What follows belongs to an exercise in optimizing a design on an open flow for a short achievable clock period and few clock cycles per item; a production flow would make more cautious choices. In this exercise RTL edits were held to simulation tests only and were not proved equivalent to the original. No activity file was given, so power comes from the tool's default toggle rates.

<file path="design/flow/run.sh">
#!/bin/bash
# synth_recipe.tcl (not shown) runs the flow's synth.tcl, then flattens the netlist and writes it again
# the make line also repeats each setting of config.mk as NAME=value (left out here)
make -C /OpenROAD-flow-scripts/flow DESIGN_CONFIG=/design/flow/config.mk WORK_HOME=/design/flow/orfs CLKGATE_MAP_FILE= SYNTH_SCRIPT=/design/flow/synth_recipe.tcl finish
</file>
<file path="design/flow/config.mk">
export PLATFORM = sky130hd
export DESIGN_NAME = rv_core
export DESIGN_NICKNAME = rv_core
export VERILOG_FILES = /design/flow/design.v
export SDC_FILE = /design/flow/constraint.sdc
export NUM_CORES = 4
export LEC_CHECK = 0
export CAP_MARGIN = 20
export CORE_MARGIN = 2
export CORE_UTILIZATION = 40
export SLEW_MARGIN = 20
</file>
<file path="design/flow/constraint.sdc">
create_clock -name core_clock -period 7.0 [get_ports {clk}]
set_input_delay 1.4000 -clock core_clock [delete_from_list [all_inputs] [get_ports {clk}]]
set_output_delay 1.4000 -clock core_clock [all_outputs]
set_load 0.01 [all_outputs]
</file>
<file path="design/flow/design.v">
`timescale 1ns/1ns
`default_nettype none
module fetch_stage (
  input  logic        clk,
  input  logic        rst_n,
  input  logic        stall,
  output logic [31:0] imem_addr,
  input  logic [31:0] imem_instr,
  output logic [31:0] instr
);
  localparam logic [31:0] nop_instr = 32'h00000013;   
  logic [31:0] pc;
  assign imem_addr = pc;   
  always_ff @(posedge clk) begin
    if (!rst_n) begin
      pc    <= '0;
      instr <= nop_instr;
    end else if (!stall) begin
      pc    <= pc + 32'd4;
      instr <= imem_instr;
    end
  end
endmodule
`default_nettype wire
`timescale 1ns/1ns
`default_nettype none
module decode_stage (
  input  logic        clk,
  input  logic        rst_n,
  input  logic [31:0] instr,
  input  logic [4:0]  wb_rd,
  input  logic [31:0] wb_wdata,
  input  logic        wb_reg_write,
  input  logic [4:0]  ex_load_rd,
  input  logic        ex_is_load,
  output logic        stall,
  output logic [4:0]  dx_rs1,
  output logic [4:0]  dx_rs2,
  output logic [4:0]  dx_rd,
  output logic [31:0] dx_rs1_data,
  output logic [31:0] dx_rs2_data,
  output logic [31:0] dx_imm,
  output logic [3:0]  dx_alu_op,
  output logic        dx_use_imm,
  output logic        dx_mem_read,
  output logic        dx_mem_write,
  output logic        dx_reg_write
);
  localparam logic [6:0] opc_op     = 7'b0110011;
  localparam logic [6:0] opc_op_imm = 7'b0010011;
  localparam logic [6:0] opc_lui    = 7'b0110111;
  localparam logic [6:0] opc_load   = 7'b0000011;
  localparam logic [6:0] opc_store  = 7'b0100011;
  localparam logic [2:0] f3_add  = 3'b000;
  localparam logic [2:0] f3_sll  = 3'b001;
  localparam logic [2:0] f3_slt  = 3'b010;
  localparam logic [2:0] f3_sltu = 3'b011;
  localparam logic [2:0] f3_xor  = 3'b100;
  localparam logic [2:0] f3_srl  = 3'b101;
  localparam logic [2:0] f3_or   = 3'b110;
  localparam logic [2:0] f3_and  = 3'b111;
  localparam logic [2:0] f3_word = 3'b010;   
  localparam logic [6:0] alt_funct7 = 7'b0100000;   
  localparam logic [3:0] alu_add    = 4'd0;
  localparam logic [3:0] alu_sub    = 4'd1;
  localparam logic [3:0] alu_sll    = 4'd2;
  localparam logic [3:0] alu_slt    = 4'd3;
  localparam logic [3:0] alu_sltu   = 4'd4;
  localparam logic [3:0] alu_xor    = 4'd5;
  localparam logic [3:0] alu_srl    = 4'd6;
  localparam logic [3:0] alu_sra    = 4'd7;
  localparam logic [3:0] alu_or     = 4'd8;
  localparam logic [3:0] alu_and    = 4'd9;
  localparam logic [3:0] alu_pass_b = 4'd10;   
  logic [31:0] regs [32];
  logic [6:0]  opcode;
  logic [2:0]  funct3;
  logic [4:0]  rs1;
  logic [4:0]  rs2;
  logic        alt;
  logic [31:0] imm_i;
  logic [31:0] imm_s;
  logic [31:0] imm_u;
  logic [31:0] imm;
  logic [3:0]  alu_op;
  logic        use_imm;
  logic        mem_read;
  logic        mem_write;
  logic        reg_write;
  logic        uses_rs1;
  logic        uses_rs2;
  logic [31:0] rs1_data;
  logic [31:0] rs2_data;
  function automatic logic [3:0] arith_op(
    input logic [2:0] f3,
    input logic       alt_add,
    input logic       alt_shift
  );
    logic [3:0] op;
    case (f3)
      f3_add:  op = alt_add ? alu_sub : alu_add;
      f3_sll:  op = alu_sll;
      f3_slt:  op = alu_slt;
      f3_sltu: op = alu_sltu;
      f3_xor:  op = alu_xor;
      f3_srl:  op = alt_shift ? alu_sra : alu_srl;
      f3_or:   op = alu_or;
      f3_and:  op = alu_and;
      default: op = alu_add;
    endcase
    arith_op = op;
  endfunction
  assign opcode = instr[6:0];
  assign funct3 = instr[14:12];
  assign rs1    = instr[19:15];
  assign rs2    = instr[24:20];
  assign alt    = (instr[31:25] == alt_funct7);
  assign imm_i = {{20{instr[31]}}, instr[31:20]};
  assign imm_s = {{20{instr[31]}}, instr[31:25], instr[11:7]};
  assign imm_u = {instr[31:12], 12'b0};
  always_comb begin
    alu_op    = alu_add;
    imm       = imm_i;
    use_imm   = 1'b0;
    mem_read  = 1'b0;
    mem_write = 1'b0;
    reg_write = 1'b0;
    uses_rs1  = 1'b0;
    uses_rs2  = 1'b0;
    case (opcode)
      opc_op: begin
        alu_op    = arith_op(funct3, alt, alt);
        reg_write = 1'b1;
        uses_rs1  = 1'b1;
        uses_rs2  = 1'b1;
      end
      opc_op_imm: begin
        alu_op    = arith_op(funct3, 1'b0, alt);   
        use_imm   = 1'b1;
        reg_write = 1'b1;
        uses_rs1  = 1'b1;
      end
      opc_lui: begin
        alu_op    = alu_pass_b;
        imm       = imm_u;
        use_imm   = 1'b1;
        reg_write = 1'b1;
      end
      opc_load: begin
        use_imm   = (funct3 == f3_word);
        mem_read  = (funct3 == f3_word);
        reg_write = (funct3 == f3_word);
        uses_rs1  = (funct3 == f3_word);
      end
      opc_store: begin
        imm       = imm_s;
        use_imm   = (funct3 == f3_word);
        mem_write = (funct3 == f3_word);
        uses_rs1  = (funct3 == f3_word);
        uses_rs2  = (funct3 == f3_word);
      end
      default: ;
    endcase
  end
  assign stall = ex_is_load && (ex_load_rd != '0) &&
                 ((uses_rs1 && ex_load_rd == rs1) || (uses_rs2 && ex_load_rd == rs2));
  always_ff @(posedge clk) begin
    if (wb_reg_write && wb_rd != '0)
      regs[wb_rd] <= wb_wdata;
  end
  assign rs1_data = (rs1 == '0) ? '0 :
                    (wb_reg_write && wb_rd == rs1) ? wb_wdata : regs[rs1];
  assign rs2_data = (rs2 == '0) ? '0 :
                    (wb_reg_write && wb_rd == rs2) ? wb_wdata : regs[rs2];
  always_ff @(posedge clk) begin
    if (!rst_n || stall) begin   
      dx_rs1       <= '0;
      dx_rs2       <= '0;
      dx_mem_read  <= 1'b0;
      dx_mem_write <= 1'b0;
      dx_reg_write <= 1'b0;
    end else begin
      dx_rs1       <= uses_rs1 ? rs1 : '0;
      dx_rs2       <= uses_rs2 ? rs2 : '0;
      dx_mem_read  <= mem_read;
      dx_mem_write <= mem_write;
      dx_reg_write <= reg_write;
    end
  end
  always_ff @(posedge clk) begin
    dx_rd       <= instr[11:7];
    dx_rs1_data <= rs1_data;
    dx_rs2_data <= rs2_data;
    dx_imm      <= imm;
    dx_alu_op   <= alu_op;
    dx_use_imm  <= use_imm;
  end
endmodule
`default_nettype wire
`timescale 1ns/1ns
`default_nettype none
module execute_stage (
  input  logic        clk,
  input  logic        rst_n,
  input  logic [4:0]  dx_rs1,
  input  logic [4:0]  dx_rs2,
  input  logic [4:0]  dx_rd,
  input  logic [31:0] dx_rs1_data,
  input  logic [31:0] dx_rs2_data,
  input  logic [31:0] dx_imm,
  input  logic [3:0]  dx_alu_op,
  input  logic        dx_use_imm,
  input  logic        dx_mem_read,
  input  logic        dx_mem_write,
  input  logic        dx_reg_write,
  input  logic [4:0]  wb_rd,
  input  logic [31:0] wb_wdata,
  input  logic        wb_reg_write,
  output logic [4:0]  xm_rd,
  output logic [31:0] xm_result,
  output logic [31:0] xm_store_data,
  output logic        xm_mem_read,
  output logic        xm_mem_write,
  output logic        xm_reg_write
);
  localparam logic [3:0] alu_add    = 4'd0;
  localparam logic [3:0] alu_sub    = 4'd1;
  localparam logic [3:0] alu_sll    = 4'd2;
  localparam logic [3:0] alu_slt    = 4'd3;
  localparam logic [3:0] alu_sltu   = 4'd4;
  localparam logic [3:0] alu_xor    = 4'd5;
  localparam logic [3:0] alu_srl    = 4'd6;
  localparam logic [3:0] alu_sra    = 4'd7;
  localparam logic [3:0] alu_or     = 4'd8;
  localparam logic [3:0] alu_and    = 4'd9;
  localparam logic [3:0] alu_pass_b = 4'd10;   
  localparam logic [1:0] fwd_reg = 2'd0;
  localparam logic [1:0] fwd_mem = 2'd1;
  localparam logic [1:0] fwd_wb  = 2'd2;
  logic [1:0]  fwd_a;
  logic [1:0]  fwd_b;
  logic [31:0] op_a;
  logic [31:0] rs2_val;
  logic [31:0] op_b;
  logic [31:0] alu_out;
  function automatic logic [1:0] fwd_sel(
    input logic [4:0] rs,
    input logic       mem_we,
    input logic [4:0] mem_rd,
    input logic       wb_we,
    input logic [4:0] wb_rd_i
  );
    logic [1:0] sel;
    if (rs == '0)
      sel = fwd_reg;
    else if (mem_we && mem_rd == rs)
      sel = fwd_mem;
    else if (wb_we && wb_rd_i == rs)
      sel = fwd_wb;
    else
      sel = fwd_reg;
    fwd_sel = sel;
  endfunction
  function automatic logic [31:0] fwd_mux(
    input logic [1:0]  sel,
    input logic [31:0] reg_val,
    input logic [31:0] mem_val,
    input logic [31:0] wb_val
  );
    logic [31:0] v;
    case (sel)
      fwd_mem: v = mem_val;
      fwd_wb:  v = wb_val;
      default: v = reg_val;
    endcase
    fwd_mux = v;
  endfunction
  assign fwd_a = fwd_sel(dx_rs1, xm_reg_write, xm_rd, wb_reg_write, wb_rd);
  assign fwd_b = fwd_sel(dx_rs2, xm_reg_write, xm_rd, wb_reg_write, wb_rd);
  assign op_a    = fwd_mux(fwd_a, dx_rs1_data, xm_result, wb_wdata);
  assign rs2_val = fwd_mux(fwd_b, dx_rs2_data, xm_result, wb_wdata);
  assign op_b    = dx_use_imm ? dx_imm : rs2_val;
  always_comb begin
    case (dx_alu_op)
      alu_add:    alu_out = op_a + op_b;
      alu_sub:    alu_out = op_a - op_b;
      alu_sll:    alu_out = op_a << op_b[4:0];
      alu_slt:    alu_out = {31'd0, $signed(op_a) < $signed(op_b)};
      alu_sltu:   alu_out = {31'd0, op_a < op_b};
      alu_xor:    alu_out = op_a ^ op_b;
      alu_srl:    alu_out = op_a >> op_b[4:0];
      alu_sra:    alu_out = $signed(op_a) >>> op_b[4:0];
      alu_or:     alu_out = op_a | op_b;
      alu_and:    alu_out = op_a & op_b;
      alu_pass_b: alu_out = op_b;
      default:    alu_out = '0;
    endcase
  end
  always_ff @(posedge clk) begin
    if (!rst_n) begin
      xm_mem_read  <= 1'b0;
      xm_mem_write <= 1'b0;
      xm_reg_write <= 1'b0;
    end else begin
      xm_mem_read  <= dx_mem_read;
      xm_mem_write <= dx_mem_write;
      xm_reg_write <= dx_reg_write;
    end
  end
  always_ff @(posedge clk) begin
    xm_rd         <= dx_rd;
    xm_result     <= alu_out;
    xm_store_data <= rs2_val;   
  end
endmodule
`default_nettype wire
`timescale 1ns/1ns
`default_nettype none
module memory_stage (
  input  logic        clk,
  input  logic        rst_n,
  input  logic [4:0]  xm_rd,
  input  logic [31:0] xm_result,
  input  logic [31:0] xm_store_data,
  input  logic        xm_mem_read,
  input  logic        xm_mem_write,
  input  logic        xm_reg_write,
  output logic [31:0] dmem_addr,
  output logic [31:0] dmem_wdata,
  output logic        dmem_read,
  output logic        dmem_write,
  input  logic [31:0] dmem_rdata,
  output logic [4:0]  wb_rd,
  output logic [31:0] wb_wdata,
  output logic        wb_reg_write
);
  logic [31:0] wb_value;
  assign dmem_addr  = xm_result;   
  assign dmem_wdata = xm_store_data;
  assign dmem_read  = xm_mem_read;
  assign dmem_write = xm_mem_write;
  assign wb_value = xm_mem_read ? dmem_rdata : xm_result;
  always_ff @(posedge clk) begin
    if (!rst_n)
      wb_reg_write <= 1'b0;
    else
      wb_reg_write <= xm_reg_write;
  end
  always_ff @(posedge clk) begin
    wb_rd    <= xm_rd;
    wb_wdata <= wb_value;
  end
endmodule
`default_nettype wire
`timescale 1ns/1ns
`default_nettype none
module rv_core (
  input  logic        clk,
  input  logic        rst_n,
  output logic [31:0] imem_addr,
  input  logic [31:0] imem_instr,
  output logic [31:0] dmem_addr,
  output logic [31:0] dmem_wdata,
  output logic        dmem_read,
  output logic        dmem_write,
  input  logic [31:0] dmem_rdata
);
  logic [31:0] fd_instr;
  logic        stall;
  logic [4:0]  dx_rs1;
  logic [4:0]  dx_rs2;
  logic [4:0]  dx_rd;
  logic [31:0] dx_rs1_data;
  logic [31:0] dx_rs2_data;
  logic [31:0] dx_imm;
  logic [3:0]  dx_alu_op;
  logic        dx_use_imm;
  logic        dx_mem_read;
  logic        dx_mem_write;
  logic        dx_reg_write;
  logic [4:0]  xm_rd;
  logic [31:0] xm_result;
  logic [31:0] xm_store_data;
  logic        xm_mem_read;
  logic        xm_mem_write;
  logic        xm_reg_write;
  logic [4:0]  wb_rd;
  logic [31:0] wb_wdata;
  logic        wb_reg_write;
  fetch_stage u_fetch (
    .clk        (clk),
    .rst_n      (rst_n),
    .stall      (stall),
    .imem_addr  (imem_addr),
    .imem_instr (imem_instr),
    .instr      (fd_instr)
  );
  decode_stage u_decode (
    .clk          (clk),
    .rst_n        (rst_n),
    .instr        (fd_instr),
    .wb_rd        (wb_rd),
    .wb_wdata     (wb_wdata),
    .wb_reg_write (wb_reg_write),
    .ex_load_rd   (dx_rd),
    .ex_is_load   (dx_mem_read),
    .stall        (stall),
    .dx_rs1       (dx_rs1),
    .dx_rs2       (dx_rs2),
    .dx_rd        (dx_rd),
    .dx_rs1_data  (dx_rs1_data),
    .dx_rs2_data  (dx_rs2_data),
    .dx_imm       (dx_imm),
    .dx_alu_op    (dx_alu_op),
    .dx_use_imm   (dx_use_imm),
    .dx_mem_read  (dx_mem_read),
    .dx_mem_write (dx_mem_write),
    .dx_reg_write (dx_reg_write)
  );
  execute_stage u_execute (
    .clk           (clk),
    .rst_n         (rst_n),
    .dx_rs1        (dx_rs1),
    .dx_rs2        (dx_rs2),
    .dx_rd         (dx_rd),
    .dx_rs1_data   (dx_rs1_data),
    .dx_rs2_data   (dx_rs2_data),
    .dx_imm        (dx_imm),
    .dx_alu_op     (dx_alu_op),
    .dx_use_imm    (dx_use_imm),
    .dx_mem_read   (dx_mem_read),
    .dx_mem_write  (dx_mem_write),
    .dx_reg_write  (dx_reg_write),
    .wb_rd         (wb_rd),
    .wb_wdata      (wb_wdata),
    .wb_reg_write  (wb_reg_write),
    .xm_rd         (xm_rd),
    .xm_result     (xm_result),
    .xm_store_data (xm_store_data),
    .xm_mem_read   (xm_mem_read),
    .xm_mem_write  (xm_mem_write),
    .xm_reg_write  (xm_reg_write)
  );
  memory_stage u_memory (
    .clk           (clk),
    .rst_n         (rst_n),
    .xm_rd         (xm_rd),
    .xm_result     (xm_result),
    .xm_store_data (xm_store_data),
    .xm_mem_read   (xm_mem_read),
    .xm_mem_write  (xm_mem_write),
    .xm_reg_write  (xm_reg_write),
    .dmem_addr     (dmem_addr),
    .dmem_wdata    (dmem_wdata),
    .dmem_read     (dmem_read),
    .dmem_write    (dmem_write),
    .dmem_rdata    (dmem_rdata),
    .wb_rd         (wb_rd),
    .wb_wdata      (wb_wdata),
    .wb_reg_write  (wb_reg_write)
  );
endmodule
`default_nettype wire
</file>
==> reports/qor.yml <==
outcome:
  status: "finished clean"
timing:
  drv_slew: 0
  setup_viol: 0
  tightest_slew_ns: 1.18
  slew_headroom_pct: 20.6
  layout_setup_ws_ns: 0.567
  worst_clock_skew_ns: 0.0530
  rsz0062_at_grt: "no"
  final.period_utilization_pct: 91.9
  tns_ns: 0
  finalHoldViolCount: 0
  fmax_ghz: 0.155
  finalCriticalPeriod_ns: 6.43
critical_path:
  end_kind: "flop"
  cp.arrival_ns: 7.09
  cp_common_cell: "nor3_1"
  crit_slowest_cell: "dfxtp_1"
  path_cells: "xor2_1 > nor3_1 > nand3_1 > or3_1 > ha_2 > inv_1 > o21ai_0 > inv_1 > ha_1 > a21o_1 > a31oi_1 > nor3_1 > o31ai_1 > a2111oi_0 > nor3_1 > o2bb2ai_1 > nor3_1 > a311oi_1 > o211ai_1"
  cp_top_family: "compound AO/OA/AOI/OAI gates"
  cp.buffers_inverters: 2
  startpoint_type: "flop"
  crit_fanout: 16
  cpPeakStageDelay_ns: 0.64
  crit_type: "reg2reg"
  cp.required_ns: 7.65
clock_tree:
  root_buffer: "clkbuf_16"
  numCtsBuffers: 143
  cts_resized: 0
  path_clk_slew_ns: 0.06
  clk_path_buf_depth: 3
  cts_hold_buf: 0
  cts_sinks: 1315
  post_cts_buffers: 0
  htreeDepth: 4
  cts_tree: "built"
  insertion_delay_ns: 0.81
synthesis:
  netlist.top_cell.by_area: "edfxtp_1"
  synth_area_um2: 66600
  synth_top_area_share_pct: 46.2
  yosysSeqAreaShare_pct: 54.9
  synth_edf_count: 1024
  synth.most_common_cell: "edfxtp_1"
  async_reset_ff_share_pct: 0
  postSynthCellCount: 4748
  synth.distinct_cells: 92
  synth_common_cells: "edfxtp_1 (1,024), mux4_2 (498), nor2_1 (323)"
  synth-seq-cells: 1315
  synth_flop_cell: "edfxtp_1"
  synthTopCellsByArea: "edfxtp_1 (46%), mux4_2 (17%), dfxtp_1 (8.7%)"
  synth_warnings: 4
  synth_area_per_cell_um2: 14.0
grt:
  grt_pass1_vias: 44900
  grt-ovfl-total: 0
  antenna_found_initial: 11
  grt_use_total_pct: 27.7
  grt_pass1_wl_mm: 336
  grt_max_degree: 95
placement:
  gp_congestion: 1.05
  io_buffers: 161
  dp_slack_ns: 0.835
  dp_hpwl_mm: 147
  place_area_um2: 71200
floorplanning:
  design.die.area_um2: 170000
  die_h_um: 412
  start_util_pct: 40.3
  die-width_um: 412
  core_area_um2: 165000
  io_pins: 164
  rows: 149
cells_and_area:
  layout-drive-gt1-share_pct: 20.9
  num-nets-final: 5037
  fin_area_um2: 75800
  area_growth_pct: 13.8
detailed_routing:
  routed_wl_mm: 238
  drtIter0Drc: 6565
  firstDrtPassIters: 8
  ant_nets: 0
  wire_per_inst_um: 33.2
  drc_errors: 0
  num_vias: 46300
  vias_per_cell: 6.45
power_and_ir_drop:
  p_leak_uw: 0.0252
  ir_drop_uv: 196
  power_density_nw_per_um2: 309
min_path:
  hp-class: "reg2reg"
job:
  max-cap-violations: 0
[path summary, 6_finish.rpt]
kind	startpoint	endpoint	slack, ns	cells after the start
hold / removal	u_fetch.instr[8]	u_decode.dx_rd[1]	0.38	0
setup reg to reg	u_memory.wb_rd[3]	u_execute.xm_result[30]	0.57	19
hold reg to reg	u_fetch.instr[8]	u_decode.dx_rd[1]	0.38	0
setup / recovery	u_memory.wb_rd[3]	u_execute.xm_result[30]	0.57	19
[stage by stage]
stage | power, uW | cells | util (%) | hold slack, ns
after global routing | 24100 | 7172 | 45.9 | 0.393
after floorplan | 13300 | 4781 | - | 0.351
after detailed placement | 15800 | 6910 | 43.1 | 0.369
final | 23400 | 7174 | 45.9 | 0.379
after global placement | 15800 | 6910 | 43.1 | 0.372
after CTS | 23300 | 7172 | 45.9 | 0.378
[metal layers]
metal / vias up / part of all wire [%] / track usage, %
met5: - / 0.011 / 0
met2: 2767 / 45 / 42.8
met4: 4 / 4.8 / 12.2
met1: 23900 / 40 / 37.7
li1: 19100 / - / -
met3: 517 / 10 / 6.04
[cell usage in the layout (no fill, tap or decap), types with 14 or more instances in the layout]
master,n
nor3_1,41
o211ai_1,40
ha_1,101
or3_1,14
o21ai_0,155
clkinv_1,32
inv_1,132
o21bai_1,14
a221o_1,41
a211oi_1,96
a22oi_1,66
a221oi_1,59
o221ai_1,47
a21oi_1,213
conb_1,34
clkdlybuf4s50_1,160
clkbuf_1,31
clkbuf_16,145
dfxtp_1,278
o21ai_1,23
nor2_4,31
mux4_2,498
nand3_1,39
mux2_2,94
xor2_1,26
mux2i_1,288
a21o_1,43
and2_1,40
nor2b_1,49
o22ai_1,72
a31oi_1,19
buf_4,142
clkinv_2,14
nand2b_1,47
edfxtp_1,1024
and3_1,26
nand2_1,224
xnor2_1,46
nor2_1,290
[sequential cells by signal, indices dropped and copies added, names as in the netlist, 4 cells and up]
name and flops:
u_fetch.pc 30, u_decode.dx_rs1 5, u_decode.dx_rs2 5, u_execute.xm_rd 5, u_memory.wb_rd 5, u_decode.dx_imm 32, u_execute.xm_store_data 32, u_execute.xm_result 32
u_decode.dx_alu_op 4, u_decode.dx_rd 5, u_memory.wb_wdata 32, u_decode.dx_rs2_data 32, u_decode.regs 1024, u_fetch.instr 32, u_decode.dx_rs1_data 32
[power by group]
group          total (uW)  switching (uW)  internal [uW]  leakage [uW]
clock network        7510            3270           4250       0.00222
logic                5650            3840           1810        0.0113
registers           10200             528           9700        0.0117
total               23400            7630          15800        0.0252
[worst register-to-register path, delay by kind of cell (launching register included)]
| kind | cells | cell delay [ns] |
|---|---|---|
| xor+xnor | 1 | 0.13 |
| fa+ha+maj | 2 | 0.95 |
| compound gates | 8 | 2.83 |
| flops | 1 | 0.64 |
| buf+inv | 2 | 0.31 |
| simple gates | 6 | 1.45 |
[cells by family after synthesis]
logic type | after synthesis | share of synthesized area [%]
simple gates | 872 | 6.07
mux | 881 | 22.8
flops | 1315 | 54.9
fa+ha+maj | 105 | 2.00
other cells | 1 | 0.00563
buf+inv | 507 | 3.02
xor+xnor | 72 | 0.947
compound gates | 995 | 10.2
[cell type report]
type,instances,area [um^2]
fill,14600,89400
sequential,1315,36600
multi-input combinational,2959,28400
clock buffer,182,3830
timing repair buffer,312,2850
tap,2189,2740
clock inverter,80,801
inverter,135,509
antenna,2,5.00
Testbench counts, summed over its fixed seeds: cycles 21,499, instrs 20,688.

==> afterwards: timing with drivers on the ports <==
In the flow no input, the clock included, has a driving cell. The finished layout below was timed again as built, in two steps.
Step 1: set_driving_cell puts a clkbuf_16 on clk and a buf_2 on each other input, an assumption about the parent block.
Step 2, shift: input delay + t, output delay - t, t = (earliest + latest rising clock arrival at the registers) / 2. This alone moves slack from input paths to output paths.
Three values: ideal ports, drivers, drivers and shift; two values: the first two.
shift t [ns]: 0.869
slack for setup (ns): 0.567 / 0.567 / 0.567
slew at the worst register clock pin (ns): 0.07 / 0.07
worst slew at a driven data input, ns: 0.08
After both steps setup and hold are still met in this run. For this run, drivers alone change the setup slack by 0.000 ns; drivers and shift together by 0.000 ns.
